Source: an optimization exercise on an open RTL-to-GDS flow (aim: small area and a short achievable clock period). Production flows keep margins and buffers that such runs may drop. In this exercise RTL edits were held to simulation tests only and were not proved equivalent to the original. No activity file was given, so power comes from the tool's default toggle rates.

### flow/design.v
package y86Pkg;
    localparam int WORD_W = 64;                              
    localparam logic [3:0] REG_NONE = 4'hF;                  
    localparam logic [WORD_W-1:0] STACK_STEP = 64'd8;        
    localparam int ZF_BIT = 2;
    localparam int SF_BIT = 1;
    localparam int OF_BIT = 0;
    localparam logic [2:0] CC_RESET = 3'b100;                
    typedef enum logic [3:0] {
        HALT   = 4'h0,
        NOP    = 4'h1,
        CMOVXX = 4'h2,                                       
        IRMOVQ = 4'h3,
        RMMOVQ = 4'h4,
        MRMOVQ = 4'h5,
        OPQ    = 4'h6,
        JXX    = 4'h7,
        CALL   = 4'h8,
        RET    = 4'h9,
        PUSHQ  = 4'hA,
        POPQ   = 4'hB
    } icodeE;
    typedef enum logic [3:0] {
        ADD = 4'h0,
        SUB = 4'h1,
        AND = 4'h2,
        XOR = 4'h3
    } aluFunE;
    typedef enum logic [3:0] {
        YES = 4'h0,
        LE  = 4'h1,
        L   = 4'h2,
        E   = 4'h3,
        NE  = 4'h4,
        GE  = 4'h5,
        G   = 4'h6
    } condE;
    typedef enum logic [2:0] {
        BUBBLE = 3'd0,
        OK     = 3'd1,
        STALL  = 3'd4
    } statE;
endpackage
`timescale 1ns/1ps
module executeRegister (
    input  logic                         clk_i,
    input  logic                         rst_n_i,
    input  logic                         stall_i,
    input  logic                         bubble_i,
    input  logic [3:0]                   icode_i,
    input  logic [3:0]                   ifun_i,
    input  logic [2:0]                   stat_i,
    input  logic [y86Pkg::WORD_W-1:0]    valA_i,
    input  logic [y86Pkg::WORD_W-1:0]    valB_i,
    input  logic [y86Pkg::WORD_W-1:0]    valC_i,
    input  logic [3:0]                   dstE_i,
    input  logic [3:0]                   dstM_i,
    output logic                         bubble_o,
    output logic [3:0]                   icode_o,
    output logic [2:0]                   cfun_o,      
    output logic                         setCc_o,
    output logic [2:0]                   stat_o,
    output logic [y86Pkg::WORD_W-1:0]    valA_o,
    output logic [y86Pkg::WORD_W-1:1]    opX_o,
    output logic [y86Pkg::WORD_W-1:1]    opY_o,
    output logic                         sum0_o,      
    output logic                         carry1_o,    
    output logic                         noCarry_o,
    output logic [3:0]                   dstE_o,
    output logic [3:0]                   dstM_o
);
    localparam int W = y86Pkg::WORD_W;
    logic kill;
    logic load;
    assign kill = !rst_n_i || bubble_i;
    assign load = !rst_n_i || !stall_i;
    logic isOpq, isCmov, isIrmov, isMem, isPush, isPop, isJxx;
    assign isOpq   = (icode_i == y86Pkg::OPQ);
    assign isCmov  = (icode_i == y86Pkg::CMOVXX);
    assign isIrmov = (icode_i == y86Pkg::IRMOVQ);
    assign isMem   = (icode_i == y86Pkg::RMMOVQ) || (icode_i == y86Pkg::MRMOVQ);
    assign isPush  = (icode_i == y86Pkg::CALL)   || (icode_i == y86Pkg::PUSHQ);
    assign isPop   = (icode_i == y86Pkg::RET)    || (icode_i == y86Pkg::POPQ);
    assign isJxx   = (icode_i == y86Pkg::JXX);
    logic opAdd, opSub, opAnd, opXor;
    assign opAdd = isOpq && (ifun_i == 4'h0);
    assign opSub = isOpq && (ifun_i == 4'h1);
    assign opAnd = isOpq && (ifun_i == 4'h2);
    assign opXor = isOpq && (ifun_i == 4'h3);
    logic xB;
    assign xB = opAdd || opSub || opAnd || opXor || isMem || isPush || isPop;
    logic yA, yNA, yNAB, yC, yM8, yP8;
    assign yA   = opAdd || opXor || isCmov;
    assign yNA  = opSub;
    assign yNAB = opAnd;
    assign yC   = isIrmov || isMem;
    assign yM8  = isPush;
    assign yP8  = isPop;
    logic [W-1:0] xNext, yNext;
    assign xNext = {W{xB}} & valB_i;
    assign yNext = ({W{yA}}   & valA_i)
                 | ({W{yNA}}  & ~valA_i)
                 | ({W{yNAB}} & (~valA_i & valB_i))
                 | ({W{yC}}   & valC_i)
                 | ({W{yM8}}  & (-y86Pkg::STACK_STEP))
                 | ({W{yP8}}  & y86Pkg::STACK_STEP);
    logic sum0Next, carry1Next;
    assign sum0Next   = xNext[0] ^ (yNA ? valA_i[0] : yNext[0]);
    assign carry1Next = yNA ? (valB_i[0] | ~valA_i[0]) : (xNext[0] & yNext[0]);
    logic [2:0] cfunNext;
    assign cfunNext = ((isJxx || isCmov) && (ifun_i < 4'd7)) ? ifun_i[2:0] : 3'd7;
    always_ff @(posedge clk_i) begin
        if (load) begin
            bubble_o <= kill;
            setCc_o  <= !kill && isOpq;
            icode_o  <= icode_i;
            stat_o   <= stat_i;
            dstE_o   <= dstE_i;
            dstM_o   <= dstM_i;
            valA_o   <= valA_i;
            cfun_o   <= cfunNext;
            opX_o    <= xNext[W-1:1];
            opY_o    <= yNext[W-1:1];
            sum0_o   <= sum0Next;
            carry1_o <= carry1Next;
            noCarry_o <= opAnd || opXor;
        end
    end
endmodule
`timescale 1ns/1ps
module aluUnit (
    input  logic [y86Pkg::WORD_W-1:1]    opX_i,
    input  logic [y86Pkg::WORD_W-1:1]    opY_i,
    input  logic                         sum0_i,
    input  logic                         carry1_i,
    input  logic                         noCarry_i,
    output logic [y86Pkg::WORD_W-1:0]    valE_o
);
    logic [63:1] gen;
    logic [63:1] prop;
    logic [63:1] carry;
    assign gen  = opX_i & opY_i;
    assign prop = opX_i ^ opY_i;
    logic gn1, pn1;
    logic gn2, pn2;
    logic gn3, pn3;
    logic gn4, pn4;
    logic gn5, pn5;
    logic gn6, pn6;
    logic gn7, pn7;
    logic gn8, pn8;
    logic gn9, pn9;
    logic gn10, pn10;
    logic gn11, pn11;
    logic gn12, pn12;
    logic gn13, pn13;
    logic gn14, pn14;
    logic gn15, pn15;
    logic gn16, pn16;
    logic gn17, pn17;
    logic gn18, pn18;
    logic gn19, pn19;
    logic gn20, pn20;
    logic gn21, pn21;
    logic gn22, pn22;
    logic gn23, pn23;
    logic gn24, pn24;
    logic gn25, pn25;
    logic gn26, pn26;
    logic gn27, pn27;
    logic gn28, pn28;
    logic gn29, pn29;
    logic gn30, pn30;
    logic gn31, pn31;
    logic gn32, pn32;
    logic gn33, pn33;
    logic gn34, pn34;
    logic gn35, pn35;
    logic gn36, pn36;
    logic gn37, pn37;
    logic gn38, pn38;
    logic gn39, pn39;
    logic gn40, pn40;
    logic gn41, pn41;
    logic gn42, pn42;
    logic gn43, pn43;
    logic gn44, pn44;
    logic gn45, pn45;
    logic gn46, pn46;
    logic gn47, pn47;
    logic gn48, pn48;
    logic gn49, pn49;
    logic gn50, pn50;
    logic gn51, pn51;
    logic gn52, pn52;
    logic gn53, pn53;
    logic gn54, pn54;
    logic gn55, pn55;
    logic gn56, pn56;
    logic gn57, pn57;
    logic gn58, pn58;
    logic gn59, pn59;
    logic gn60, pn60;
    logic gn61, pn61;
    logic gn62, pn62;
    logic gn63, pn63;
    logic gn64, pn64;
    logic gn65, pn65;
    logic gn66, pn66;
    logic gn67, pn67;
    logic gn68, pn68;
    logic gn69, pn69;
    logic gn70, pn70;
    logic gn71, pn71;
    logic gn72, pn72;
    logic gn73, pn73;
    logic gn74, pn74;
    logic gn75, pn75;
    logic gn76, pn76;
    logic gn77, pn77;
    logic gn78, pn78;
    logic gn79, pn79;
    logic gn80, pn80;
    logic gn81, pn81;
    logic gn82, pn82;
    logic gn83, pn83;
    logic gn84, pn84;
    logic gn85, pn85;
    logic gn86, pn86;
    logic gn87, pn87;
    logic gn88, pn88;
    logic gn89, pn89;
    logic gn90, pn90;
    logic gn91, pn91;
    logic gn92, pn92;
    logic gn93, pn93;
    logic gn94, pn94;
    logic gn95, pn95;
    logic gn96, pn96;
    logic gn97, pn97;
    logic gn98, pn98;
    logic gn99, pn99;
    logic gn100, pn100;
    logic gn101, pn101;
    logic gn102, pn102;
    logic gn103, pn103;
    logic gn104, pn104;
    logic gn105, pn105;
    logic gn106, pn106;
    logic gn107, pn107;
    logic gn108, pn108;
    logic gn109, pn109;
    logic gn110, pn110;
    logic gn111, pn111;
    logic gn112, pn112;
    logic gn113, pn113;
    logic gn114, pn114;
    logic gn115, pn115;
    logic gn116, pn116;
    logic gn117, pn117;
    logic gn118, pn118;
    logic gn119, pn119;
    logic gn120, pn120;
    logic gn121, pn121;
    logic gn122, pn122;
    logic gn123, pn123;
    logic gn124, pn124;
    logic gn125, pn125;
    logic gn126, pn126;
    logic gn127, pn127;
    logic gn128, pn128;
    logic gn129, pn129;
    logic gn130, pn130;
    logic gn131, pn131;
    logic gn132, pn132;
    logic gn133, pn133;
    logic gn134, pn134;
    logic gn135, pn135;
    logic gn136, pn136;
    logic gn137, pn137;
    logic gn138, pn138;
    logic gn139, pn139;
    logic gn140, pn140;
    logic gn141, pn141;
    logic gn142, pn142;
    logic gn143, pn143;
    logic gn144, pn144;
    logic gn145, pn145;
    logic gn146, pn146;
    logic gn147, pn147;
    logic gn148, pn148;
    logic gn149, pn149;
    logic gn150, pn150;
    logic gn151, pn151;
    logic gn152, pn152;
    logic gn153, pn153;
    logic gn154, pn154;
    logic gn155, pn155;
    logic gn156, pn156;
    logic gn157, pn157;
    logic gn158, pn158;
    logic gn159, pn159;
    logic gn160, pn160;
    logic gn161, pn161;
    logic gn162, pn162;
    logic gn163, pn163;
    logic gn164, pn164;
    logic gn165, pn165;
    logic gn166, pn166;
    logic gn167, pn167;
    logic gn168, pn168;
    logic gn169, pn169;
    logic gn170, pn170;
    logic gn171, pn171;
    logic gn172, pn172;
    logic gn173, pn173;
    logic gn174, pn174;
    logic gn175, pn175;
    logic gn176, pn176;
    logic gn177, pn177;
    logic gn178, pn178;
    logic gn179, pn179;
    logic gn180, pn180;
    logic gn181, pn181;
    logic gn182, pn182;
    logic gn183, pn183;
    logic gn184, pn184;
    logic gn185, pn185;
    logic gn186, pn186;
    logic gn187, pn187;
    logic gn188, pn188;
    logic gn189, pn189;
    logic gn190, pn190;
    logic gn191, pn191;
    logic gn192, pn192;
    assign gn1 = gen[1] | (prop[1] & carry1_i);
    assign gn2 = gen[3] | (prop[3] & gen[2]);
    assign pn2 = prop[3] & prop[2];
    assign gn3 = gen[5] | (prop[5] & gen[4]);
    assign pn3 = prop[5] & prop[4];
    assign gn4 = gen[7] | (prop[7] & gen[6]);
    assign pn4 = prop[7] & prop[6];
    assign gn5 = gen[9] | (prop[9] & gen[8]);
    assign pn5 = prop[9] & prop[8];
    assign gn6 = gen[11] | (prop[11] & gen[10]);
    assign pn6 = prop[11] & prop[10];
    assign gn7 = gen[13] | (prop[13] & gen[12]);
    assign pn7 = prop[13] & prop[12];
    assign gn8 = gen[15] | (prop[15] & gen[14]);
    assign pn8 = prop[15] & prop[14];
    assign gn9 = gen[17] | (prop[17] & gen[16]);
    assign pn9 = prop[17] & prop[16];
    assign gn10 = gen[19] | (prop[19] & gen[18]);
    assign pn10 = prop[19] & prop[18];
    assign gn11 = gen[21] | (prop[21] & gen[20]);
    assign pn11 = prop[21] & prop[20];
    assign gn12 = gen[23] | (prop[23] & gen[22]);
    assign pn12 = prop[23] & prop[22];
    assign gn13 = gen[25] | (prop[25] & gen[24]);
    assign pn13 = prop[25] & prop[24];
    assign gn14 = gen[27] | (prop[27] & gen[26]);
    assign pn14 = prop[27] & prop[26];
    assign gn15 = gen[29] | (prop[29] & gen[28]);
    assign pn15 = prop[29] & prop[28];
    assign gn16 = gen[31] | (prop[31] & gen[30]);
    assign pn16 = prop[31] & prop[30];
    assign gn17 = gen[33] | (prop[33] & gen[32]);
    assign pn17 = prop[33] & prop[32];
    assign gn18 = gen[35] | (prop[35] & gen[34]);
    assign pn18 = prop[35] & prop[34];
    assign gn19 = gen[37] | (prop[37] & gen[36]);
    assign pn19 = prop[37] & prop[36];
    assign gn20 = gen[39] | (prop[39] & gen[38]);
    assign pn20 = prop[39] & prop[38];
    assign gn21 = gen[41] | (prop[41] & gen[40]);
    assign pn21 = prop[41] & prop[40];
    assign gn22 = gen[43] | (prop[43] & gen[42]);
    assign pn22 = prop[43] & prop[42];
    assign gn23 = gen[45] | (prop[45] & gen[44]);
    assign pn23 = prop[45] & prop[44];
    assign gn24 = gen[47] | (prop[47] & gen[46]);
    assign pn24 = prop[47] & prop[46];
    assign gn25 = gen[49] | (prop[49] & gen[48]);
    assign pn25 = prop[49] & prop[48];
    assign gn26 = gen[51] | (prop[51] & gen[50]);
    assign pn26 = prop[51] & prop[50];
    assign gn27 = gen[53] | (prop[53] & gen[52]);
    assign pn27 = prop[53] & prop[52];
    assign gn28 = gen[55] | (prop[55] & gen[54]);
    assign pn28 = prop[55] & prop[54];
    assign gn29 = gen[57] | (prop[57] & gen[56]);
    assign pn29 = prop[57] & prop[56];
    assign gn30 = gen[59] | (prop[59] & gen[58]);
    assign pn30 = prop[59] & prop[58];
    assign gn31 = gen[61] | (prop[61] & gen[60]);
    assign pn31 = prop[61] & prop[60];
    assign gn32 = gen[63] | (prop[63] & gen[62]);
    assign pn32 = prop[63] & prop[62];
    assign gn33 = gen[2] | (prop[2] & gn1);
    assign gn34 = gn2 | (pn2 & gn1);
    assign gn35 = gen[6] | (prop[6] & gn3);
    assign pn35 = prop[6] & pn3;
    assign gn36 = gn4 | (pn4 & gn3);
    assign pn36 = pn4 & pn3;
    assign gn37 = gen[10] | (prop[10] & gn5);
    assign pn37 = prop[10] & pn5;
    assign gn38 = gn6 | (pn6 & gn5);
    assign pn38 = pn6 & pn5;
    assign gn39 = gen[14] | (prop[14] & gn7);
    assign pn39 = prop[14] & pn7;
    assign gn40 = gn8 | (pn8 & gn7);
    assign pn40 = pn8 & pn7;
    assign gn41 = gen[18] | (prop[18] & gn9);
    assign pn41 = prop[18] & pn9;
    assign gn42 = gn10 | (pn10 & gn9);
    assign pn42 = pn10 & pn9;
    assign gn43 = gen[22] | (prop[22] & gn11);
    assign pn43 = prop[22] & pn11;
    assign gn44 = gn12 | (pn12 & gn11);
    assign pn44 = pn12 & pn11;
    assign gn45 = gen[26] | (prop[26] & gn13);
    assign pn45 = prop[26] & pn13;
    assign gn46 = gn14 | (pn14 & gn13);
    assign pn46 = pn14 & pn13;
    assign gn47 = gen[30] | (prop[30] & gn15);
    assign pn47 = prop[30] & pn15;
    assign gn48 = gn16 | (pn16 & gn15);
    assign pn48 = pn16 & pn15;
    assign gn49 = gen[34] | (prop[34] & gn17);
    assign pn49 = prop[34] & pn17;
    assign gn50 = gn18 | (pn18 & gn17);
    assign pn50 = pn18 & pn17;
    assign gn51 = gen[38] | (prop[38] & gn19);
    assign pn51 = prop[38] & pn19;
    assign gn52 = gn20 | (pn20 & gn19);
    assign pn52 = pn20 & pn19;
    assign gn53 = gen[42] | (prop[42] & gn21);
    assign pn53 = prop[42] & pn21;
    assign gn54 = gn22 | (pn22 & gn21);
    assign pn54 = pn22 & pn21;
    assign gn55 = gen[46] | (prop[46] & gn23);
    assign pn55 = prop[46] & pn23;
    assign gn56 = gn24 | (pn24 & gn23);
    assign pn56 = pn24 & pn23;
    assign gn57 = gen[50] | (prop[50] & gn25);
    assign pn57 = prop[50] & pn25;
    assign gn58 = gn26 | (pn26 & gn25);
    assign pn58 = pn26 & pn25;
    assign gn59 = gen[54] | (prop[54] & gn27);
    assign pn59 = prop[54] & pn27;
    assign gn60 = gn28 | (pn28 & gn27);
    assign pn60 = pn28 & pn27;
    assign gn61 = gen[58] | (prop[58] & gn29);
    assign pn61 = prop[58] & pn29;
    assign gn62 = gn30 | (pn30 & gn29);
    assign pn62 = pn30 & pn29;
    assign gn63 = gen[62] | (prop[62] & gn31);
    assign pn63 = prop[62] & pn31;
    assign gn64 = gn32 | (pn32 & gn31);
    assign pn64 = pn32 & pn31;
    assign gn65 = gen[4] | (prop[4] & gn34);
    assign gn66 = gn3 | (pn3 & gn34);
    assign gn67 = gn35 | (pn35 & gn34);
    assign gn68 = gn36 | (pn36 & gn34);
    assign gn69 = gen[12] | (prop[12] & gn38);
    assign pn69 = prop[12] & pn38;
    assign gn70 = gn7 | (pn7 & gn38);
    assign pn70 = pn7 & pn38;
    assign gn71 = gn39 | (pn39 & gn38);
    assign pn71 = pn39 & pn38;
    assign gn72 = gn40 | (pn40 & gn38);
    assign pn72 = pn40 & pn38;
    assign gn73 = gen[20] | (prop[20] & gn42);
    assign pn73 = prop[20] & pn42;
    assign gn74 = gn11 | (pn11 & gn42);
    assign pn74 = pn11 & pn42;
    assign gn75 = gn43 | (pn43 & gn42);
    assign pn75 = pn43 & pn42;
    assign gn76 = gn44 | (pn44 & gn42);
    assign pn76 = pn44 & pn42;
    assign gn77 = gen[28] | (prop[28] & gn46);
    assign pn77 = prop[28] & pn46;
    assign gn78 = gn15 | (pn15 & gn46);
    assign pn78 = pn15 & pn46;
    assign gn79 = gn47 | (pn47 & gn46);
    assign pn79 = pn47 & pn46;
    assign gn80 = gn48 | (pn48 & gn46);
    assign pn80 = pn48 & pn46;
    assign gn81 = gen[36] | (prop[36] & gn50);
    assign pn81 = prop[36] & pn50;
    assign gn82 = gn19 | (pn19 & gn50);
    assign pn82 = pn19 & pn50;
    assign gn83 = gn51 | (pn51 & gn50);
    assign pn83 = pn51 & pn50;
    assign gn84 = gn52 | (pn52 & gn50);
    assign pn84 = pn52 & pn50;
    assign gn85 = gen[44] | (prop[44] & gn54);
    assign pn85 = prop[44] & pn54;
    assign gn86 = gn23 | (pn23 & gn54);
    assign pn86 = pn23 & pn54;
    assign gn87 = gn55 | (pn55 & gn54);
    assign pn87 = pn55 & pn54;
    assign gn88 = gn56 | (pn56 & gn54);
    assign pn88 = pn56 & pn54;
    assign gn89 = gen[52] | (prop[52] & gn58);
    assign pn89 = prop[52] & pn58;
    assign gn90 = gn27 | (pn27 & gn58);
    assign pn90 = pn27 & pn58;
    assign gn91 = gn59 | (pn59 & gn58);
    assign pn91 = pn59 & pn58;
    assign gn92 = gn60 | (pn60 & gn58);
    assign pn92 = pn60 & pn58;
    assign gn93 = gen[60] | (prop[60] & gn62);
    assign pn93 = prop[60] & pn62;
    assign gn94 = gn31 | (pn31 & gn62);
    assign pn94 = pn31 & pn62;
    assign gn95 = gn63 | (pn63 & gn62);
    assign pn95 = pn63 & pn62;
    assign gn96 = gn64 | (pn64 & gn62);
    assign pn96 = pn64 & pn62;
    assign gn97 = gen[8] | (prop[8] & gn68);
    assign gn98 = gn5 | (pn5 & gn68);
    assign gn99 = gn37 | (pn37 & gn68);
    assign gn100 = gn38 | (pn38 & gn68);
    assign gn101 = gn69 | (pn69 & gn68);
    assign gn102 = gn70 | (pn70 & gn68);
    assign gn103 = gn71 | (pn71 & gn68);
    assign gn104 = gn72 | (pn72 & gn68);
    assign gn105 = gen[24] | (prop[24] & gn76);
    assign pn105 = prop[24] & pn76;
    assign gn106 = gn13 | (pn13 & gn76);
    assign pn106 = pn13 & pn76;
    assign gn107 = gn45 | (pn45 & gn76);
    assign pn107 = pn45 & pn76;
    assign gn108 = gn46 | (pn46 & gn76);
    assign pn108 = pn46 & pn76;
    assign gn109 = gn77 | (pn77 & gn76);
    assign pn109 = pn77 & pn76;
    assign gn110 = gn78 | (pn78 & gn76);
    assign pn110 = pn78 & pn76;
    assign gn111 = gn79 | (pn79 & gn76);
    assign pn111 = pn79 & pn76;
    assign gn112 = gn80 | (pn80 & gn76);
    assign pn112 = pn80 & pn76;
    assign gn113 = gen[40] | (prop[40] & gn84);
    assign pn113 = prop[40] & pn84;
    assign gn114 = gn21 | (pn21 & gn84);
    assign pn114 = pn21 & pn84;
    assign gn115 = gn53 | (pn53 & gn84);
    assign pn115 = pn53 & pn84;
    assign gn116 = gn54 | (pn54 & gn84);
    assign pn116 = pn54 & pn84;
    assign gn117 = gn85 | (pn85 & gn84);
    assign pn117 = pn85 & pn84;
    assign gn118 = gn86 | (pn86 & gn84);
    assign pn118 = pn86 & pn84;
    assign gn119 = gn87 | (pn87 & gn84);
    assign pn119 = pn87 & pn84;
    assign gn120 = gn88 | (pn88 & gn84);
    assign pn120 = pn88 & pn84;
    assign gn121 = gen[56] | (prop[56] & gn92);
    assign pn121 = prop[56] & pn92;
    assign gn122 = gn29 | (pn29 & gn92);
    assign pn122 = pn29 & pn92;
    assign gn123 = gn61 | (pn61 & gn92);
    assign pn123 = pn61 & pn92;
    assign gn124 = gn62 | (pn62 & gn92);
    assign pn124 = pn62 & pn92;
    assign gn125 = gn93 | (pn93 & gn92);
    assign pn125 = pn93 & pn92;
    assign gn126 = gn94 | (pn94 & gn92);
    assign pn126 = pn94 & pn92;
    assign gn127 = gn95 | (pn95 & gn92);
    assign pn127 = pn95 & pn92;
    assign gn128 = gn96 | (pn96 & gn92);
    assign pn128 = pn96 & pn92;
    assign gn129 = gen[16] | (prop[16] & gn104);
    assign gn130 = gn9 | (pn9 & gn104);
    assign gn131 = gn41 | (pn41 & gn104);
    assign gn132 = gn42 | (pn42 & gn104);
    assign gn133 = gn73 | (pn73 & gn104);
    assign gn134 = gn74 | (pn74 & gn104);
    assign gn135 = gn75 | (pn75 & gn104);
    assign gn136 = gn76 | (pn76 & gn104);
    assign gn137 = gn105 | (pn105 & gn104);
    assign gn138 = gn106 | (pn106 & gn104);
    assign gn139 = gn107 | (pn107 & gn104);
    assign gn140 = gn108 | (pn108 & gn104);
    assign gn141 = gn109 | (pn109 & gn104);
    assign gn142 = gn110 | (pn110 & gn104);
    assign gn143 = gn111 | (pn111 & gn104);
    assign gn144 = gn112 | (pn112 & gn104);
    assign gn145 = gen[48] | (prop[48] & gn120);
    assign pn145 = prop[48] & pn120;
    assign gn146 = gn25 | (pn25 & gn120);
    assign pn146 = pn25 & pn120;
    assign gn147 = gn57 | (pn57 & gn120);
    assign pn147 = pn57 & pn120;
    assign gn148 = gn58 | (pn58 & gn120);
    assign pn148 = pn58 & pn120;
    assign gn149 = gn89 | (pn89 & gn120);
    assign pn149 = pn89 & pn120;
    assign gn150 = gn90 | (pn90 & gn120);
    assign pn150 = pn90 & pn120;
    assign gn151 = gn91 | (pn91 & gn120);
    assign pn151 = pn91 & pn120;
    assign gn152 = gn92 | (pn92 & gn120);
    assign pn152 = pn92 & pn120;
    assign gn153 = gn121 | (pn121 & gn120);
    assign pn153 = pn121 & pn120;
    assign gn154 = gn122 | (pn122 & gn120);
    assign pn154 = pn122 & pn120;
    assign gn155 = gn123 | (pn123 & gn120);
    assign pn155 = pn123 & pn120;
    assign gn156 = gn124 | (pn124 & gn120);
    assign pn156 = pn124 & pn120;
    assign gn157 = gn125 | (pn125 & gn120);
    assign pn157 = pn125 & pn120;
    assign gn158 = gn126 | (pn126 & gn120);
    assign pn158 = pn126 & pn120;
    assign gn159 = gn127 | (pn127 & gn120);
    assign pn159 = pn127 & pn120;
    assign gn160 = gn128 | (pn128 & gn120);
    assign pn160 = pn128 & pn120;
    assign gn161 = gen[32] | (prop[32] & gn144);
    assign gn162 = gn17 | (pn17 & gn144);
    assign gn163 = gn49 | (pn49 & gn144);
    assign gn164 = gn50 | (pn50 & gn144);
    assign gn165 = gn81 | (pn81 & gn144);
    assign gn166 = gn82 | (pn82 & gn144);
    assign gn167 = gn83 | (pn83 & gn144);
    assign gn168 = gn84 | (pn84 & gn144);
    assign gn169 = gn113 | (pn113 & gn144);
    assign gn170 = gn114 | (pn114 & gn144);
    assign gn171 = gn115 | (pn115 & gn144);
    assign gn172 = gn116 | (pn116 & gn144);
    assign gn173 = gn117 | (pn117 & gn144);
    assign gn174 = gn118 | (pn118 & gn144);
    assign gn175 = gn119 | (pn119 & gn144);
    assign gn176 = gn120 | (pn120 & gn144);
    assign gn177 = gn145 | (pn145 & gn144);
    assign gn178 = gn146 | (pn146 & gn144);
    assign gn179 = gn147 | (pn147 & gn144);
    assign gn180 = gn148 | (pn148 & gn144);
    assign gn181 = gn149 | (pn149 & gn144);
    assign gn182 = gn150 | (pn150 & gn144);
    assign gn183 = gn151 | (pn151 & gn144);
    assign gn184 = gn152 | (pn152 & gn144);
    assign gn185 = gn153 | (pn153 & gn144);
    assign gn186 = gn154 | (pn154 & gn144);
    assign gn187 = gn155 | (pn155 & gn144);
    assign gn188 = gn156 | (pn156 & gn144);
    assign gn189 = gn157 | (pn157 & gn144);
    assign gn190 = gn158 | (pn158 & gn144);
    assign gn191 = gn159 | (pn159 & gn144);
    assign gn192 = gn160 | (pn160 & gn144);
    assign carry = {gn191, gn190, gn189, gn188, gn187, gn186, gn185, gn184, gn183, gn182, gn181, gn180, gn179, gn178, gn177, gn176, gn175, gn174, gn173, gn172, gn171, gn170, gn169, gn168, gn167, gn166, gn165, gn164, gn163, gn162, gn161, gn144, gn143, gn142, gn141, gn140, gn139, gn138, gn137, gn136, gn135, gn134, gn133, gn132, gn131, gn130, gn129, gn104, gn103, gn102, gn101, gn100, gn99, gn98, gn97, gn68, gn67, gn66, gn65, gn34, gn33, gn1, carry1_i};
    assign valE_o = {prop ^ (carry & {63{!noCarry_i}}), sum0_i};
endmodule
`timescale 1ns/1ps
module condUnit (
    input  logic                         clk_i,
    input  logic                         rst_n_i,
    input  logic                         stall_i,
    input  logic                         setCc_i,      
    input  logic                         xSign_i,      
    input  logic                         ySign_i,      
    input  logic                         noCarry_i,    
    input  logic [y86Pkg::WORD_W-1:0]    mValE_i,      
    input  logic [2:0]                   cfun_i,
    output logic                         cnd_o
);
    localparam int MSB = y86Pkg::WORD_W - 1;
    logic [2:0] ccSaved;
    logic       fromM;         
    logic       mSignSame;     
    logic       mXSign;        
    logic [2:0] cc;
    logic       zf;
    logic       sf;
    logic       of;
    assign zf = fromM ? (mValE_i == '0) : ccSaved[y86Pkg::ZF_BIT];
    assign sf = fromM ? mValE_i[MSB]    : ccSaved[y86Pkg::SF_BIT];
    assign of = fromM ? (mSignSame && (mValE_i[MSB] != mXSign)) : ccSaved[y86Pkg::OF_BIT];
    always_comb begin
        cc = '0;
        cc[y86Pkg::ZF_BIT] = zf;
        cc[y86Pkg::SF_BIT] = sf;
        cc[y86Pkg::OF_BIT] = of;
    end
    always_ff @(posedge clk_i) begin
        if (!rst_n_i) begin
            ccSaved <= y86Pkg::CC_RESET;
            fromM   <= 1'b0;
        end else begin
            ccSaved <= cc;
            fromM   <= setCc_i && !stall_i;
        end
    end
    always_ff @(posedge clk_i) begin
        mSignSame <= (xSign_i == ySign_i) && !noCarry_i;
        mXSign    <= xSign_i;
    end
    always_comb begin
        case (cfun_i)
            3'd0:    cnd_o = 1'b1;
            3'd1:    cnd_o = (sf ^ of) | zf;
            3'd2:    cnd_o = sf ^ of;
            3'd3:    cnd_o = zf;
            3'd4:    cnd_o = !zf;
            3'd5:    cnd_o = !(sf ^ of);
            3'd6:    cnd_o = !(sf ^ of) && !zf;
            default: cnd_o = 1'b0;
        endcase
    end
endmodule
`timescale 1ns/1ps
module memoryRegister (
    input  logic                         clk_i,
    input  logic                         rst_n_i,
    input  logic                         stall_i,
    input  logic                         bubble_i,    
    input  logic [3:0]                   icode_i,
    input  logic [2:0]                   stat_i,
    input  logic [y86Pkg::WORD_W-1:0]    valE_i,
    input  logic [y86Pkg::WORD_W-1:0]    valA_i,
    input  logic [3:0]                   dstE_i,
    input  logic [3:0]                   dstM_i,
    input  logic                         cnd_i,
    output logic [3:0]                   icode_o,
    output logic [2:0]                   stat_o,
    output logic [y86Pkg::WORD_W-1:0]    valE_o,
    output logic [y86Pkg::WORD_W-1:0]    valA_o,
    output logic [3:0]                   dstE_o,
    output logic [3:0]                   dstM_o,
    output logic                         cnd_o
);
    logic [3:0] dstESel;
    assign dstESel = (icode_i == y86Pkg::CMOVXX && !cnd_i) ? y86Pkg::REG_NONE : dstE_i;
    always_ff @(posedge clk_i) begin
        if (!rst_n_i || stall_i || bubble_i) begin       
            icode_o <= y86Pkg::NOP;
            stat_o  <= y86Pkg::BUBBLE;
            valE_o  <= '0;
            valA_o  <= '0;
            dstE_o  <= y86Pkg::REG_NONE;
            dstM_o  <= y86Pkg::REG_NONE;
            cnd_o   <= 1'b0;
        end else begin
            icode_o <= icode_i;
            stat_o  <= stat_i;
            valE_o  <= valE_i;
            valA_o  <= valA_i;
            dstE_o  <= dstESel;
            dstM_o  <= dstM_i;
            cnd_o   <= cnd_i;
        end
    end
endmodule
`timescale 1ns/1ps
module executeStage (
    input  logic                         clk_i,
    input  logic                         rst_n_i,
    input  logic                         stall_i,
    input  logic                         bubble_i,
    input  logic [3:0]                   icode_i,
    input  logic [3:0]                   ifun_i,
    input  logic [2:0]                   stat_i,
    input  logic [y86Pkg::WORD_W-1:0]    valA_i,
    input  logic [y86Pkg::WORD_W-1:0]    valB_i,
    input  logic [y86Pkg::WORD_W-1:0]    valC_i,
    input  logic [3:0]                   dstE_i,
    input  logic [3:0]                   dstM_i,
    input  logic [3:0]                   srcA_i,      
    input  logic [3:0]                   srcB_i,
    output logic [3:0]                   icode_o,
    output logic [2:0]                   stat_o,
    output logic [y86Pkg::WORD_W-1:0]    valE_o,
    output logic [y86Pkg::WORD_W-1:0]    valA_o,
    output logic [3:0]                   dstE_o,
    output logic [3:0]                   dstM_o,
    output logic                         cnd_o
);
    logic                      eBubble;
    logic [3:0]                eIcode;
    logic [2:0]                eCfun;
    logic                      eSetCc;
    logic [2:0]                eStat;
    logic [y86Pkg::WORD_W-1:0] eValA;
    logic [y86Pkg::WORD_W-1:1] eOpX;
    logic [y86Pkg::WORD_W-1:1] eOpY;
    logic                      eSum0;
    logic                      eCarry1;
    logic                      eNoCarry;
    logic [3:0]                eDstE;
    logic [3:0]                eDstM;
    logic [y86Pkg::WORD_W-1:0] aluValE;
    logic                      eCnd;
    executeRegister u_executeRegister (
        .clk_i   (clk_i),   .rst_n_i (rst_n_i), .stall_i (stall_i), .bubble_i (bubble_i),
        .icode_i (icode_i), .ifun_i  (ifun_i),  .stat_i  (stat_i),
        .valA_i  (valA_i),  .valB_i  (valB_i),  .valC_i  (valC_i),
        .dstE_i  (dstE_i),  .dstM_i  (dstM_i),
        .bubble_o (eBubble),
        .icode_o (eIcode),  .cfun_o  (eCfun),   .setCc_o (eSetCc), .stat_o (eStat),
        .valA_o  (eValA),   .opX_o   (eOpX),    .opY_o   (eOpY),   .sum0_o (eSum0), .carry1_o (eCarry1),
        .noCarry_o (eNoCarry),
        .dstE_o  (eDstE),   .dstM_o  (eDstM)
    );
    aluUnit u_aluUnit (
        .opX_i  (eOpX),    .opY_i   (eOpY),    .sum0_i (eSum0), .carry1_i (eCarry1), .noCarry_i (eNoCarry),
        .valE_o (aluValE)
    );
    condUnit u_condUnit (
        .clk_i   (clk_i),  .rst_n_i (rst_n_i), .stall_i (stall_i),
        .setCc_i (eSetCc), .xSign_i (eOpX[y86Pkg::WORD_W-1]), .ySign_i (eOpY[y86Pkg::WORD_W-1]),
        .noCarry_i (eNoCarry),
        .mValE_i (valE_o), .cfun_i (eCfun), .cnd_o (eCnd)
    );
    memoryRegister u_memoryRegister (
        .clk_i   (clk_i),   .rst_n_i (rst_n_i), .stall_i (stall_i), .bubble_i (eBubble),
        .icode_i (eIcode),  .stat_i  (eStat),   .valE_i  (aluValE), .valA_i (eValA),
        .dstE_i  (eDstE),   .dstM_i  (eDstM),   .cnd_i   (eCnd),
        .icode_o (icode_o), .stat_o  (stat_o),  .valE_o  (valE_o),  .valA_o (valA_o),
        .dstE_o  (dstE_o),  .dstM_o  (dstM_o),  .cnd_o   (cnd_o)
    );
endmodule
### flow/flow/run.sh
#!/bin/bash
set -euo pipefail
export BUFFER_PORTS_ARGS="-buffer_cell sky130_fd_sc_hd__buf_1"
export CTS_BUF_LIST="sky130_fd_sc_hd__clkbuf_8 sky130_fd_sc_hd__clkbuf_16"
export CTS_CLUSTER_SIZE=24
export CTS_CLUSTER_DIAMETER=100
export SETUP_SLACK_MARGIN=4.2
bash standard.sh finish > make_finish.log 2>&1
### flow/standard.sh
#!/bin/bash
# synth_recipe.tcl (not shown) runs the flow's synth.tcl, then flattens the netlist and writes it again
# the make line also repeats each setting of config.mk as NAME=value (left out here)
make -C /OpenROAD-flow-scripts/flow DESIGN_CONFIG=/design/flow/config.mk WORK_HOME=/design/flow/orfs CLKGATE_MAP_FILE= SYNTH_SCRIPT=/design/flow/synth_recipe.tcl "${@:-finish}"
### flow/config.mk
export PLATFORM = sky130hd
export DESIGN_NAME = executeStage
export DESIGN_NICKNAME = executeStage
export VERILOG_FILES = /design/flow/design.v
export SDC_FILE = /design/flow/constraint.sdc
export NUM_CORES = 4
export LEC_CHECK = 0
export CAP_MARGIN = 20
export CORE_MARGIN = 2
export CORE_UTILIZATION = 60
export SLEW_MARGIN = 20
### flow/constraint.sdc
create_clock -name core_clock -period 7.2 [get_ports {clk_i}]
set_input_delay 1.4400 -clock core_clock [delete_from_list [all_inputs] [get_ports {clk_i}]]
set_output_delay 1.4400 -clock core_clock [all_outputs]
set_load 0.01 [all_outputs]
==> reports/qor_table.md, run 1 <==
| Group | Parameter | This run |
|---|---|---|
| timing | Final number of hold-violating endpoints | 0 |
| logic synthesis | Netlist area before placement | 15700 sq um |
| clock network | CTS tree | done |
| pwr | Standby leakage power | 6.64 nW |
| critical path | Critical Path Fanout Max | 7 |
| routing | Number of vias in the routed layout | 12000 |
| timing | Post-Route Setup TNS | 0 ps |
| critical path | Critical Path Slowest Stage Cell | ha_1 |
| critical path | Reg-to-reg critical path startpoint | u_executeRegister.opX_o[42] |
| min path | Worst Hold Path EP | u_condUnit.mXSign |
| timing | Setup-failing EPs final | 0 |
| final layout | # fillers | 2005 |
| clock network | Htree depth | 1 |
| status | Run status | timing/DRC/antenna clean |
| pwr | Maximum vdd ir drop | 0.227 mV |
| clock network | Clk slew on worst S/H paths | 100 ps |
| logic synthesis | Ys Warns | 3 |
| routing | Antenna-violating nets left | 0 |
| global route | Antenna violations before repair | 5 |
| final layout | Fin cells | 2024 |
| floorplan | Die Wd | 166 microns |
| critical path | Crit-path max cell delay | 400 ps |
| global route | First-pass GRT wire length | 62800 microns |
| global route | Pin count of the biggest net entering global routing | 106 |
| critical path | Internal reg-to-reg setup slack | 4270 ps |
| clock network | Clock sink count | 363 |
| global route | Vias in the first global route | 11500 |
| final layout | Synth-to-layout area growth | 16.1% |
| min path | Worst Hold Path Cells | 0 |
| placed design | Routability cong. | 0.866 |
| min path | Class of the most critical hold timing path | reg -> reg |
| logic synthesis | Flop and latch count out of synthesis | 363 |
| floorplan | Initial Utilization | 60.6% |
| flow run | MaxCap Viol Count | 0 |
| pwr | Pwr/cell area | 237 nW/um^2 |
| floorplan | Top Ports | 367 |
| critical path | Ordered list of cells on the worst path | ha_1 -> and3_1 -> a221o_1 -> o41ai_4 -> o32ai_4 -> a211oi_4 -> buf_4 -> o32ai_1 -> xnor2_1 -> nor2_1 |
| routing | Post-Route WL | 40700 microns |
| logic synthesis | Area share of the largest cell type after synthesis | 40.7% |
| logic synthesis | Cells after Synth | 1330 |
| timing | Fraction of the cycle the final worst path needs | 40.6% |
| final layout | Share of final-layout standard cells stronger than drive strength 1 | 6.05% |
| critical path | Data arrival at the endpoint of the critical path | 3310 ps |
| timing | Unrepaired setup endpoints after global routing | yes |
| timing | Worst-margin pin slew | 922 ps |
| global route | Remaining global-route overflow | 0 |
| clock network | Root buf cell | clkbuf_16 |
| logic synthesis | Post-synth EDFFs | 213 |
| logic synthesis | Number of distinct library cell variants in the gate-level netlist after synthesis | 84 |
| placed design | Detailed Place HPWL | 27000 microns |
| clock network | Clock buffer depth | 3 |
| placed design | Placed cells | 1971 |
| logic synthesis | Avg Inst Size Synth | 11.8 sq um |
| logic synthesis | Sequential area share after synthesis | 59.8% |
| timing | Final Max Slew Viols | 0 |
| floorplan | Vert. Die Dim | 166 microns |
| global route | GRT Util Overall | 28.9% |
| logic synthesis | Synth top cells by count | edfxtp_1, dfxtp_1, a21oi_1, o21ai_0, nor2_1 |
| routing | DRC violations left | 0 |
| routing | Starting DRC count in detailed routing | 1046 |
| timing | Final worst clock skew | 18.8 ps |
| placed design | Port bufs | 358 |
| logic synthesis | Largest cells by area after synthesis | edfxtp_1, dfxtp_1, ha_1 |
| routing | Number of detailed-routing iterations run before antenna repair | 5 |
| critical path | CP Class | reg -> reg |
| timing | Headroom to the max-slew limit | 38.2% |
| logic synthesis | Net count after synthesis | 1615 |
| routing | Vias per std cell | 5.93 |
| min path | Start point of the worst hold path | u_executeRegister.opX_o[63] |
| timing | Tmin final | 2930 ps |
| critical path | Crit start category | register |
| floorplan | Count of standard-cell rows | 59 |
| critical path | Data required time of the worst path | 7580 ps |
| clock network | CTS Hold Buffers Added | 0 |
| floorplan | Total Die Area | 27500 sq um |
| logic synthesis | Library cell with the largest summed area after synthesis | edfxtp_1 |
| logic synthesis | Async SR Flop Fraction | 0% |
| floorplan | Placeable Area | 25900 sq um |
| clock network | CTS buffer count | 19 |
| timing | Achievable Freq | 342 MHz |
| logic synthesis | Most common cell in the netlist | edfxtp_1 |
| critical path | FF-to-FF path depth | 10 |
| routing | Routed wire per std cell | 20.1 microns |
| final layout | Number of nets in the final layout | 1961 |
| clock network | Skew-Pair Late Insertion Delay | 510 ps |
| critical path | Endpoint class of the critical path | register |
| critical path | Worst r2r dst | u_memoryRegister.valE_o[51] |
| logic synthesis | Top FF cell, synth | edfxtp_1 |
## stage by stage
step	power (W)	utilization, %	setup WS [ps]	hold slack [ps]	cell area (sq um)
CTS	0.00434	70.0	4200	413	18100
floorplan	0.00296	-	4170	367	15700
global route	0.00451	70.4	4180	425	18200
finish	0.00433	70.4	4270	414	18200
global placement	0.00318	67.2	2820	371	17400
detailed placement	0.00320	67.2	2740	392	17400
## registers in the layout, indices dropped and copies added, names as in the netlist, 3 cells and up
signal	flops
u_executeRegister.valA_o	64
u_memoryRegister.valA_o	64
u_memoryRegister.valE_o	64
u_executeRegister.opX_o	63
u_executeRegister.opY_o	63
u_executeRegister.dstE_o	4
u_executeRegister.dstM_o	4
u_executeRegister.icode_o	4
u_memoryRegister.dstE_o	4
u_memoryRegister.dstM_o	4
u_memoryRegister.icode_o	4
u_condUnit.ccSaved	3
u_executeRegister.cfun_o	3
u_executeRegister.stat_o	3
u_memoryRegister.stat_o	3
## layout by cell type, fill, tap and decap left out, drive strengths merged, types with 4 or more instances in the layout
cell     netlist  final
buf           11    384
edfxtp       213    213
dfxtp        150    150
a21oi        108    109
o21ai         87     87
nor2          82     82
and2          79     79
nor2b         71     73
a221oi        62     62
ha            62     62
nand2         49     49
inv           28     40
xnor2         37     37
clkbuf        55     22
nand3         19     19
xor2          17     17
nor4          16     16
nand2b        13     13
a21o          12     12
and3          10     10
nand4         10     10
a22oi          8      8
a31oi          8      8
or3            8      8
o32ai          8      8
nor3           8      8
mux2i          7      7
and4           7      7
a211oi         7      7
a21boi         6      6
o22ai          5      5
o211ai         4      4
o21a           4      4
o2bb2ai        4      4
or2            4      4
and3b          3      4
## worst max path at each step
stage                                      startpoint                           to  slack [ps]  cells after the start
final                     u_executeRegister.opX_o[42]  u_memoryRegister.valE_o[51]        4270                     10
after floorplan                            icode_i[2]     u_executeRegister.sum0_o        4170                     10
after global routing      u_executeRegister.opX_o[53]  u_memoryRegister.valE_o[56]        4180                     10
after CTS                                  icode_i[3]     u_executeRegister.sum0_o        4200                     10
after global placement                     icode_i[2]   u_executeRegister.opY_o[6]        2820                      8
after detailed placement                   icode_i[2]  u_executeRegister.opY_o[18]        2740                      8
## critical path: cells and delay by family (launching register included)
family                     cells  cell delay, ps
buffers and inverters          1             190
adders and majority gates      1             400
AOI/OAI and AO/OA              5            1340
and+or+nand+nor                2             280
DFF                            1             390
xor gates and xnor gates       1             180
## area by class of cell
class | count | area (sq um) | share of cell area [%]
flip-flops and latches | 363 | 9400 | 51.5
multi-input cells | 877 | 6150 | 33.7
repair buffers | 387 | 1620 | 8.85
clock buffers | 19 | 475 | 2.61
well taps | 335 | 419 | 2.30
inverters | 28 | 105 | 0.576
clock inverters | 13 | 75.1 | 0.411
diodes | 2 | 5.00 | 0.0274
## timing repair
| item | in CTS | in global routing |
|---|---|---|
| gates resized for setup | 16 | 20 |
| pin swaps | 3 | 7 |
| buffers inserted | 12 | 3 |
| gates cloned | 4 | 0 |
| setup endpoints to repair | 137 | 116 |
## layer usage
layer | wire (microns) | global-route usage (%) | up-vias
met3 | 3720 | 6.77 | 89
li1 | - | - | 5659
met1 | 17300 | 39.7 | 5668
met4 | 1390 | 10.1 | 6
met2 | 18300 | 45.4 | 571
met5 | 37 | 0 | -
## cell families (layout without fill, tap and decap cells)
group	count (synthesis)	after routing	share of synthesized area [%]
compound gates	355	356	15.5
xor+xnor	54	54	3.01
buf+inv	94	447	2.31
other cells	0	2	0
flops	363	363	59.8
fa+ha+maj	63	63	5.00
simple gates	394	397	13.9
mux	7	7	0.446
## report_power, final
| group | switching (W) | internal [W] | leakage (nW) | total, W |
|---|---|---|---|---|
| clock | 0.000649 | 0.000492 | 0.309 | 0.00114 |
| combinational | 0.000463 | 0.000304 | 2.89 | 0.000767 |
| sequential | 0.0000574 | 0.00237 | 3.45 | 0.00242 |
| total | 0.00117 | 0.00316 | 6.64 | 0.00433 |
==> run 2, diff against run 1 <==
--- a/flow/flow/run.sh
+++ b/flow/flow/run.sh
@@ -6,3 +6,3 @@
 export CTS_CLUSTER_DIAMETER=100
-export SETUP_SLACK_MARGIN=4.2
+export SETUP_SLACK_MARGIN=4.4
 bash standard.sh finish > make_finish.log 2>&1
--- a/flow/config.mk
+++ b/flow/config.mk
@@ -9,3 +9,3 @@
 export CORE_MARGIN = 2
-export CORE_UTILIZATION = 60
+export CORE_UTILIZATION = 40
 export SLEW_MARGIN = 20
==> run 2 against run 1 <==
Compared with the run above: core utilization decreased by 21 points; design area up 5.9%; largest cell class unchanged; critical path depth rose by 1; clock power rose by 4%; largest power group unchanged; final cell count increased by 11%; register-to-register slack better by 70 ps.
==> reports/qor_table.md, run 2 <==
| Group | Parameter | This run | vs previous |
|---|---|---|---|
| clock network | CTS buffer count | 19 | unchanged |
| clock network | CTS Hold Buffers Added | 0 | unchanged |
| logic synthesis | Cells after Synth | 1330 | unchanged |
| routing | Starting DRC count in detailed routing | 638 | -39% |
| timing | Final worst clock skew | 24.9 ps | +6.11 ps |
| routing | Number of detailed-routing iterations run before antenna repair | 5 | unchanged |
| logic synthesis | Largest cells by area after synthesis | edfxtp_1, dfxtp_1, ha_1 |  |
| timing | Worst-margin pin slew | 924 ps | +1.33 ps |
| logic synthesis | Area share of the largest cell type after synthesis | 40.7% | unchanged |
| final layout | Number of nets in the final layout | 2003 | +2.1% |
| placed design | Placed standard-cell area | 17600 sq um | +1.4% |
| critical path | Crit-path max cell delay | 440 ps | +40 ps |
| pwr | Total power | 0.00447 W | +3.2% |
| routing | Post-Route WL | 46600 microns | +14% |
| logic synthesis | Flop and latch count out of synthesis | 363 | unchanged |
| timing | Post-Route Setup TNS | 0 ps | unchanged |
| global route | Pin count of the biggest net entering global routing | 108 | +1.9% |
| logic synthesis | Top FF cell, synth | edfxtp_1 |  |
| routing | DRC violations left | 0 | unchanged |
| logic synthesis | Netlist area before placement | 15700 sq um | unchanged |
| clock network | Clock buffer depth | 3 | unchanged |
| global route | Remaining global-route overflow | 0 | unchanged |
| pwr | Standby leakage power | 6.94 nW | +4.5% |
| critical path | Endpoint class of the critical path | register |  |
| final layout | Leading cell types in the layout, fill and taps excluded | buf_1, edfxtp_1, dfxtp_1 |  |
| critical path | Ordered list of cells on the worst path | ha_4 -> buf_6 -> and4_4 -> and4_4 -> a21oi_4 -> o32ai_4 -> buf_6 -> nor2b_4 -> nor2_4 -> a311oi_1 -> or3_1 |  |
| timing | Achievable Freq | 350 MHz | +2.3% |
| critical path | Data arrival at the endpoint of the critical path | 3270 ps | -40 ps |
| routing | Antenna-violating nets left | 0 | unchanged |
| global route | GRT Util Overall | 22.0% | -6.9 points |
| floorplan | Die Wd | 202 microns | +22% |
| timing | Final number of hold-violating endpoints | 0 | unchanged |
| flow run | MaxCap Viol Count | 0 | unchanged |
| floorplan | Vert. Die Dim | 202 microns | +22% |
| final layout | Final design area excluding fillers | 19300 sq um | +5.9% |
| floorplan | Count of standard-cell rows | 72 | +22% |
| timing | Setup-failing EPs final | 0 | unchanged |
| logic synthesis | Sequential area share after synthesis | 59.8% | unchanged |
| status | Run status | timing/DRC/antenna clean |  |
| routing | Number of vias in the routed layout | 12100 | +1.2% |
| clock network | Clk slew on worst S/H paths | 100 ps | about the same |
| logic synthesis | Post-synth EDFFs | 213 | unchanged |
| logic synthesis | Avg Inst Size Synth | 11.8 sq um | unchanged |
| global route | Vias in the first global route | 11900 | +3.8% |
| clock network | Skew-Pair Late Insertion Delay | 540 ps | +30 ps |
| routing | Routed wire per std cell | 20.7 microns | +2.9% |
| logic synthesis | Number of distinct library cell variants in the gate-level netlist after synthesis | 84 | unchanged |
| global route | First-pass GRT wire length | 69700 microns | +11% |
| timing | Final Max Slew Viols | 0 | unchanged |
| timing | Headroom to the max-slew limit | 38.4% | +0.19 points |
| logic synthesis | Library cell with the largest summed area after synthesis | edfxtp_1 |  |
| min path | Class of the most critical hold timing path | reg -> reg |  |
| timing | Unrepaired setup endpoints after global routing | yes |  |
| final layout | Share of final-layout standard cells stronger than drive strength 1 | 10.7% | +4.6 points |
| final layout | Leading registers by flop count | u_executeRegister.valA_o (64), u_memoryRegister.valA_o (64), u_memoryRegister.valE_o (64) |  |
| critical path | Critical Path Slowest Stage Cell | edfxtp_1 |  |
| timing | Fraction of the cycle the final worst path needs | 39.7% | -0.91 points |
| critical path | Data required time of the worst path | 7610 ps | +30 ps |
| floorplan | Placeable Area | 38700 sq um | +50% |
| floorplan | Initial Utilization | 40.6% | -20 points |
| logic synthesis | Synth top cells by count | edfxtp_1, dfxtp_1, a21oi_1, o21ai_0, nor2_1 |  |
| logic synthesis | Net count after synthesis | 1615 | unchanged |
| placed design | Routability cong. | 0.838 | -3.2% |
| routing | Vias per std cell | 5.39 | -9.0% |
| clock network | Clock sink count | 363 | unchanged |
| clock network | CTS tree | done |  |
| global route | Antenna violations before repair | 0 | -5 |
| placed design | Detailed Place HPWL | 29400 microns | +8.8% |
| logic synthesis | Ys Warns | 3 | unchanged |
| clock network | Root buf cell | clkbuf_16 |  |
| pwr | Maximum vdd ir drop | 0.187 mV | -17% |
| clock network | Htree depth | 1 | unchanged |
| critical path | Crit path buf inv count | 2 | +1 |
| placed design | Port bufs | 358 | unchanged |
| pwr | Pwr/cell area | 231 nW/um^2 | -2.6% |
| timing | Tmin final | 2860 ps | -65.3 ps |
| critical path | CP Class | reg -> reg |  |
| logic synthesis | Most common cell in the netlist | edfxtp_1 |  |
| timing | Final WS setup | 4340 ps | +65.3 ps |
| floorplan | Total Die Area | 40900 sq um | +49% |
| logic synthesis | Async SR Flop Fraction | 0% | unchanged |
| critical path | Top delay family on crit path | simple AND/OR/NAND/NOR gates |  |
| floorplan | Top Ports | 367 | unchanged |
| final layout | Synth-to-layout area growth | 23.0% |  |
| final layout | Leading cell type in the layout, fill and taps excluded | buf_1 |  |
| critical path | Critical Path Fanout Max | 7 | unchanged |
| final layout | Layout Utilization | 49.9% | -21 points |
| placed design | Worst slack after detailed placement | 2610 ps | -130 ps |
| critical path | Crit start category | register |  |
-- run 2: changes by cell type in the layout (fill, tap and decap cells not counted), moves of 5 or more --
| cell | previous run | this run |
|---|---|---|
| o21ai_0 | 84 | 77 |
| ha_1 | 61 | 47 |
| buf_4 | 21 | 45 |
| o21ai_1 | 1 | 7 |
| buf_12 | 1 | 9 |
| buf_6 | 8 | 13 |
| ha_4 | 0 | 13 |
-- run 2: final timing paths --
| check | slack, ps | to | depth (start not counted) | from |
|---|---|---|---|---|
| min | 400 | u_condUnit.mXSign | 0 | u_executeRegister.opX_o[63] |
| max reg2reg | 4340 | u_memoryRegister.valE_o[55] | 11 | u_executeRegister.opX_o[41] |
| min reg2reg | 400 | u_condUnit.mXSign | 0 | u_executeRegister.opX_o[63] |
| max | 4340 | u_memoryRegister.valE_o[55] | 11 | u_executeRegister.opX_o[41] |
-- run 2: metal layers --
metal  part of all wire, %  global-route usage, %  wire [microns]
met5                     0                      0               0
met4                   2.6                   6.10            1220
met3                   6.8                   4.14            3150
met2                    47                   36.5           21700
met1                    44                   29.4           20500
-- run 2: final cells by class --
class / instances / area (sq um)
antenna: 1 / 2.50
clock buffer: 20 / 489
clock inverter: 14 / 73.8
fill: 3552 / 19400
inverter: 28 / 105
multi-input combinational: 878 / 6490
sequential: 363 / 9400
tap: 518 / 648
timing repair buffer: 428 / 2120
-- run 2: what timing repair did --
action                     4_1_cts  5_1_grt
setup endpoints to repair      169      105
cloned                           6        1
pin swaps                       21       33
setup buffers                   28       27
gates resized for setup         63       51
-- run 2: cells by family (layout without fill, tap and decap cells) --
logic type               Yosys count  count (layout)  synth area share (%)
AO/OA/AOI/OAI                    355             356                  15.5
XOR/XNOR                          54              54                  3.01
adder cells (fa/ha/maj)           63              63                  5.00
buffers and inverters             94             490                  2.31
flip-flops                       363             363                  59.8
multiplexers                       7               7                 0.446
other                              0               1                     0
AND/OR/NAND/NOR                  394             398                  13.9
-- run 2: power breakdown --
part / switching, W / internal, W
logic: 0.000495 / 0.000366
registers: 0.0000650 / 0.00237
clock network: 0.000672 / 0.000506
total: 0.00123 / 0.00324
-- run 2: stage by stage --
stage | hold slack (ps) | instances
detailed placement | 390 | 2153
floorplan | 367 | 1330
finish | 402 | 2250
global placement | 381 | 2153
CTS | 405 | 2221
global route | 429 | 2249
==> run 3, diff against run 2 <==
--- a/flow/flow/run.sh
+++ b/flow/flow/run.sh
@@ -6,3 +6,4 @@
 export CTS_CLUSTER_DIAMETER=100
-export SETUP_SLACK_MARGIN=4.4
+export SETUP_SLACK_MARGIN=4.2
+export TNS_END_PERCENT=5
 bash standard.sh finish > make_finish.log 2>&1
==> run 3 against run 2 <==
Compared with the run above: still clean; fmax decreased by 8.6%; sequential share of layout area up 2.3 points; non-clock buffer count fell by 38; via count fell by 3.3%; design area shrank 4.4%; clock power is essentially flat; first-iteration DRC count increased by 13%; global-route usage decreased by 0.52 points; critical path depth decreased by 6; worst hold slack improved by 17 ps; final cell count is 1.7% lower; critical path type is now in -> reg; largest power group unchanged.
==> reports/qor_table.md, run 3 <==
| Group | Parameter | This run | vs previous |
|---|---|---|---|
| status | Run status | timing/DRC/antenna clean |  |
| placed design | Detailed Place HPWL | 29900 microns | +1.8% |
| min path | Worst Hold Path Cells | 0 | unchanged |
| final layout | Total area of multi-input combinational cells | 6120 sq um | -5.6% |
| min path | Class of the most critical hold timing path | reg -> reg |  |
| final layout | Share of final-layout standard cells stronger than drive strength 1 | 5.85% | -4.8 points |
| logic synthesis | Area share of the largest cell type after synthesis | 40.7% | unchanged |
| critical path | Crit-path max cell delay | 1030 ps | +590 ps |
| final layout | Leading cell type in the layout, fill and taps excluded | buf_1 |  |
| logic synthesis | Library cell with the largest summed area after synthesis | edfxtp_1 |  |
| final layout | Final design area excluding fillers | 18500 sq um | -4.4% |
| clock network | CTS Hold Buffers Added | 0 | unchanged |
| routing | Starting DRC count in detailed routing | 724 | +13% |
| critical path | Crit path buf inv count | 1 | -1 |
| logic synthesis | Cells after Synth | 1330 | unchanged |
| clock network | Skew-Pair Late Insertion Delay | 540 ps | about the same |
| logic synthesis | Largest cells by area after synthesis | edfxtp_1, dfxtp_1, ha_1 |  |
| routing | Antenna-violating nets left | 0 | unchanged |
| clock network | Clk slew on worst S/H paths | 100 ps | about the same |
| final layout | # fillers | 3633 | +2.3% |
| global route | Vias in the first global route | 11500 | -3.6% |
| routing | Number of vias in the routed layout | 11700 | -3.3% |
| floorplan | Vert. Die Dim | 202 microns | unchanged |
| timing | Final worst clock skew | 22.7 ps | -2.19 ps |
| timing | Fraction of the cycle the final worst path needs | 43.5% | +3.7 points |
| global route | Antenna violations before repair | 2 | +2 |
| clock network | Clock sink count | 363 | unchanged |
| critical path | Ordered list of cells on the worst path | buf_2 -> nand3b_1 -> a21oi_2 -> a221oi_1 -> o21ai_0 |  |
| timing | Final number of hold-violating endpoints | 0 | unchanged |
| critical path | Reg-to-reg critical path startpoint | u_executeRegister.opX_o[1] |  |
| critical path | Critical Path Slowest Stage Cell | a21oi_2 |  |
| floorplan | Die Wd | 202 microns | unchanged |
| critical path | Crit start category | input port |  |
| floorplan | Top Ports | 367 | unchanged |
| clock network | CTS tree | done |  |
| critical path | Data required time of the worst path | 7580 ps | -30 ps |
| min path | Worst Hold Path EP | u_condUnit.mXSign |  |
| global route | GRT Util Overall | 21.4% | -0.52 points |
| critical path | Internal reg-to-reg setup slack | 4180 ps | -160 ps |
| routing | DRC violations left | 0 | unchanged |
| logic synthesis | Flop and latch count out of synthesis | 363 | unchanged |
| routing | Post-Route WL | 44700 microns | -4.1% |
| final layout | Register Area | 9400 sq um | unchanged |
| floorplan | Count of standard-cell rows | 72 | unchanged |
| routing | Number of detailed-routing iterations run before antenna repair | 6 | +1 |
| critical path | Data arrival at the endpoint of the critical path | 3510 ps | +240 ps |
| critical path | Top delay family on crit path | compound AO/OA/AOI/OAI gates |  |
| timing | Final WS setup | 4070 ps | -270 ps |
| logic synthesis | Post-synth EDFFs | 213 | unchanged |
| logic synthesis | Netlist area before placement | 15700 sq um | unchanged |
| logic synthesis | Synth top cells by count | edfxtp_1, dfxtp_1, a21oi_1, o21ai_0, nor2_1 |  |
| critical path | Endpoint class of the critical path | register |  |
| timing | Headroom to the max-slew limit | 19.1% | -19 points |
| floorplan | Placeable Area | 38700 sq um | unchanged |
| final layout | Leading cell types in the layout, fill and taps excluded | buf_1, edfxtp_1, dfxtp_1 |  |
| critical path | FF-to-FF path depth | 11 | unchanged |
| pwr | Pwr/cell area | 236 nW/um^2 | +2.0% |
| logic synthesis | Top FF cell, synth | edfxtp_1 |  |
| timing | Tmin final | 3130 ps | +270 ps |
| logic synthesis | Ys Warns | 3 | unchanged |
| pwr | Maximum vdd ir drop | 0.155 mV | -17% |
| final layout | Synth-to-layout area growth | 17.5% |  |
| timing | Post-Route Setup TNS | 0 ps | unchanged |
| floorplan | Total Die Area | 40900 sq um | unchanged |
| placed design | Port bufs | 358 | unchanged |
| routing | Routed wire per std cell | 20.2 microns | -2.5% |
| clock network | Clock buffer depth | 3 | unchanged |
| logic synthesis | Sequential area share after synthesis | 59.8% | unchanged |
| final layout | Number of nets in the final layout | 1965 | -1.9% |
| timing | Final Max Slew Viols | 0 | unchanged |
| min path | Start point of the worst hold path | u_executeRegister.opX_o[63] |  |
| routing | Vias per std cell | 5.30 | -1.6% |
| final layout | Leading registers by flop count | u_executeRegister.valA_o (64), u_memoryRegister.valA_o (64), u_memoryRegister.valE_o (64) |  |
| critical path | Critical Path Fanout Max | 14 | +7 |
| placed design | Worst slack after detailed placement | 2580 ps | -29.7 ps |
| placed design | Routability cong. | 0.813 | -3.0% |
| logic synthesis | Async SR Flop Fraction | 0% | unchanged |
| global route | Remaining global-route overflow | 0 | unchanged |
| clock network | Root buf cell | clkbuf_16 |  |
| clock network | Htree depth | 1 | unchanged |
| placed design | Placed standard-cell area | 17600 sq um | -0.16% |
| timing | Unrepaired setup endpoints after global routing | yes |  |
| critical path | Worst r2r dst | u_memoryRegister.valE_o[61] |  |
| final layout | Layout Utilization | 47.7% | -2.2 points |
| logic synthesis | Net count after synthesis | 1615 | unchanged |
| timing | Achievable Freq | 320 MHz | -8.6% |
| pwr | Standby leakage power | 6.66 nW | -4.0% |
| clock network | CTS buffer count | 19 | unchanged |
| timing | Final worst hold slack | 419 ps | +17.3 ps |
| timing | Setup-failing EPs final | 0 | unchanged |
| global route | First-pass GRT wire length | 67300 microns | -3.4% |
| floorplan | Initial Utilization | 40.6% | unchanged |
| logic synthesis | Most common cell in the netlist | edfxtp_1 |  |
| logic synthesis | Avg Inst Size Synth | 11.8 sq um | unchanged |
| timing | Worst-margin pin slew | 1210 ps | +290 ps |
| critical path | CP Class | in -> reg |  |
| flow run | MaxCap Viol Count | 0 | unchanged |
| logic synthesis | Number of distinct library cell variants in the gate-level netlist after synthesis | 84 | unchanged |
| global route | Pin count of the biggest net entering global routing | 74 | -31% |
==> run 3: power breakdown <==
part / total, W / leakage (nW) / switching (W) / internal (W)
sequential: 0.00242 / 3.45 / 0.0000576 / 0.00237
clock: 0.00116 / 0.311 / 0.000669 / 0.000494
combinational: 0.000771 / 2.90 / 0.000468 / 0.000303
==> run 3: how the worst max path moves through the flow <==
stage | start | end | slack (ps) | depth (start not counted)
after floorplan | icode_i[2] | u_executeRegister.sum0_o | 4030 | 10
after global placement | icode_i[2] | u_executeRegister.sum0_o | 2640 | 9
after detailed placement | icode_i[2] | u_executeRegister.sum0_o | 2580 | 9
after CTS | rst_n_i | u_executeRegister.opY_o[21] | 4120 | 4
after global routing | u_executeRegister.opX_o[1] | u_memoryRegister.valE_o[61] | 4060 | 11
final | icode_i[0] | u_executeRegister.opY_o[3] | 4070 | 5
==> run 3: kinds of logic (layout without fill, tap and decap cells) <==
family                     Yosys count  count (layout)  share of synthesized area (%)
AOI/OAI and AO/OA                  355             356                           15.5
adders and majority gates           63              63                           5.00
other                                0               2                              0
xor gates and xnor gates            54              54                           3.01
buffers and inverters               94             451                           2.31
and+or+nand+nor                    394             398                           13.9
muxes                                7               7                          0.446
DFF                                363             363                           59.8
==> run 3: metal layers <==
metal	routed length (microns)	share of wire (%)	track usage, %	up-vias
li1	-	-	-	5664
met3	2960	6.6	3.87	72
met2	19800	44	33.6	407
met1	20400	46	29.8	5587
met4	1490	3.3	7.87	2
met5	13	0.029	0	-
==> run 3: repair_timing <==
action                                 4_1_cts  5_1_grt
pin swaps                                    3        3
gates cloned                                 5        0
setup endpoints to repair                  193      134
setup buffers                               16        2
endpoints found under the hold margin        0        0
gates resized for setup                     19        4
==> run 3: area by class of cell <==
cell class / instances / area share [%]
clock buffers: 19 / 2.57
diodes: 2 / 0.0271
flip-flops and latches: 363 / 50.9
repair buffers: 390 / 8.86
clock inverters: 14 / 0.407
multi-input cells: 878 / 33.2
well taps: 518 / 3.51
inverters: 28 / 0.569
==> run 3: per-stage QoR <==
step	cells	power (W)
after floorplan	1330	0.00296
after global placement	2154	0.00320
after detailed placement	2154	0.00322
after CTS	2208	0.00439
after global routing	2210	0.00456
final	2212	0.00436
==> run 4, diff against run 3 <==
--- a/flow/flow/run.sh
+++ b/flow/flow/run.sh
@@ -7,3 +7,2 @@
 export SETUP_SLACK_MARGIN=4.2
-export TNS_END_PERCENT=5
 bash standard.sh finish > make_finish.log 2>&1
==> run 4 against run 3 <==
Compared with the run above: die area unchanged; sequential share of layout area down 0.47 points; fmax up 8.2%; first-iteration DRC count up 11%; critical path type unchanged; clock power about the same; combinational power up 2%; critical path depth up 6; synthesized cell count unchanged; routed wire length down 2.6%; flip-flop and latch count unchanged; non-clock buffer count down 1.
==> reports/qor_table.md, run 4 <==
| Group | Parameter | This run | vs previous |
|---|---|---|---|
| logic synthesis | Async SR Flop Fraction | 0% | unchanged |
| pwr | Standby leakage power | 6.70 nW | +0.71% |
| routing | DRC violations left | 0 | unchanged |
| floorplan | Total Die Area | 40900 sq um | unchanged |
| logic synthesis | Area share of the largest cell type after synthesis | 40.7% | unchanged |
| routing | Number of vias in the routed layout | 11800 | +0.88% |
| flow run | MaxCap Viol Count | 0 | unchanged |
| logic synthesis | Net count after synthesis | 1615 | unchanged |
| final layout | Leading cell types in the layout, fill and taps excluded | buf_1, edfxtp_1, dfxtp_1 |  |
| timing | Headroom to the max-slew limit | 34.3% | +15 points |
| min path | Start point of the worst hold path | u_executeRegister.opX_o[63] |  |
| timing | Setup-failing EPs final | 0 | unchanged |
| timing | Achievable Freq | 346 MHz | +8.2% |
| status | Run status | timing/DRC/antenna clean |  |
| critical path | Reg-to-reg critical path startpoint | u_executeRegister.opX_o[13] |  |
| pwr | Part of the power in the clock network | 27.0% | +0.3 points |
| critical path | FF-to-FF path depth | 9 | -2 |
| critical path | Worst r2r dst | u_memoryRegister.valE_o[55] |  |
| final layout | Share of final-layout standard cells stronger than drive strength 1 | 6.51% | +0.66 points |
| final layout | Leading registers by flop count | u_executeRegister.valA_o (64), u_memoryRegister.valA_o (64), u_memoryRegister.valE_o (64) |  |
| min path | Worst Hold Path EP | u_condUnit.mXSign |  |
| clock network | Root buf cell | clkbuf_16 |  |
| clock network | Clk slew on worst S/H paths | 100 ps | about the same |
| final layout | Register Area | 9400 sq um | unchanged |
| logic synthesis | Netlist area before placement | 15700 sq um | unchanged |
| routing | Routed wire per std cell | 19.7 microns | -2.5% |
| pwr | Pwr/cell area | 236 nW/um^2 | about the same |
| global route | First-pass GRT wire length | 64600 microns | -4.0% |
| pwr | Power share of the sequential group | 55.1% | -0.5 points |
| timing | Final number of hold-violating endpoints | 0 | unchanged |
| routing | Number of detailed-routing iterations run before antenna repair | 5 | -1 |
| logic synthesis | Largest cells by area after synthesis | edfxtp_1, dfxtp_1, ha_1 |  |
| floorplan | Initial Utilization | 40.6% | unchanged |
| pwr | Internal Pwr Total | 0.00321 W | +1.6% |
run 4: cell counts after synthesis:
No cell type changed its count.
run 4: how the worst max path moves through the flow:
stage / start / to / slack, ps
finish: icode_i[0] / u_executeRegister.sum0_o / 4310
global route: u_executeRegister.opX_o[15] / u_memoryRegister.valE_o[42] / 4160
CTS: icode_i[0] / u_executeRegister.opY_o[63] / 4110
detailed placement: icode_i[2] / u_executeRegister.opY_o[63] / 2640
global placement: icode_i[2] / u_executeRegister.opY_o[63] / 2690
floorplan: icode_i[2] / u_executeRegister.sum0_o / 4170
run 4: critical path: stages:
cell and delay (ps):
buf_2 200, nand4bb_4 260, nor3_4 180, buf_4 150, nand2_1 70, o41ai_4 70, buf_12 350, nand2_1 90
o211ai_1 120, nand2_1 100, xor2_1 150
run 4: power groups by stage:
stage	clock network [W]	logic [W]	registers [W]
after detailed placement	0	0.000747	0.00247
after global routing	0.00129	0.000874	0.00244
after floorplan	0	0.000495	0.00247
final	0.00119	0.000787	0.00242
after CTS	0.00123	0.000765	0.00242
after global placement	0	0.000734	0.00247
run 4: logic make-up after synthesis:
kind of cell	count (synthesis)	synth area share (%)
adders and majority gates	63	5.00
AOI/OAI and AO/OA	355	15.5
and+or+nand+nor	394	13.9
DFF	363	59.8
buffers and inverters	94	2.31
muxes	7	0.446
xor gates and xnor gates	54	3.01
run 4: layout make-up:
cell class	instances	area share [%]
Clock inverter	14	0.490
Multi-Input combinational cell	877	33.4
Sequential cell	363	50.4
Tap cell	518	3.48
Inverter	28	0.564
Clock buffer	19	2.55
Timing Repair Buffer	389	9.07
Antenna cell	1	0.0134
run 4: stage by stage:
stage	power [W]	instances	area (sq um)	utilization [%]	setup WS, ps
2_1_floorplan	0.00296	1330	15700	-	4170
3_3_place_gp	0.00320	2153	17600	45.5	2690
5_1_grt	0.00461	2208	18600	48.1	4160
6_report	0.00440	2209	18600	48.1	4310
4_1_cts	0.00442	2199	18400	47.5	4110
3_5_place_dp	0.00322	2153	17600	45.5	2640
run 4: repair_timing:
action	in CTS	in global routing
resized for setup	25	31
buffers inserted	10	7
pin swaps	3	7
setup endpoints to repair	93	76
cloned	3	2
run 4: routing by layer:
| layer | vias up | global-route usage (%) | routed length [microns] |
|---|---|---|---|
| met5 | - | 0 | 12 |
| met4 | 2 | 3.94 | 833 |
| met3 | 51 | 4.14 | 3250 |
| met2 | 401 | 33.1 | 20200 |
| met1 | 5733 | 27.9 | 19300 |
| li1 | 5648 | - | - |
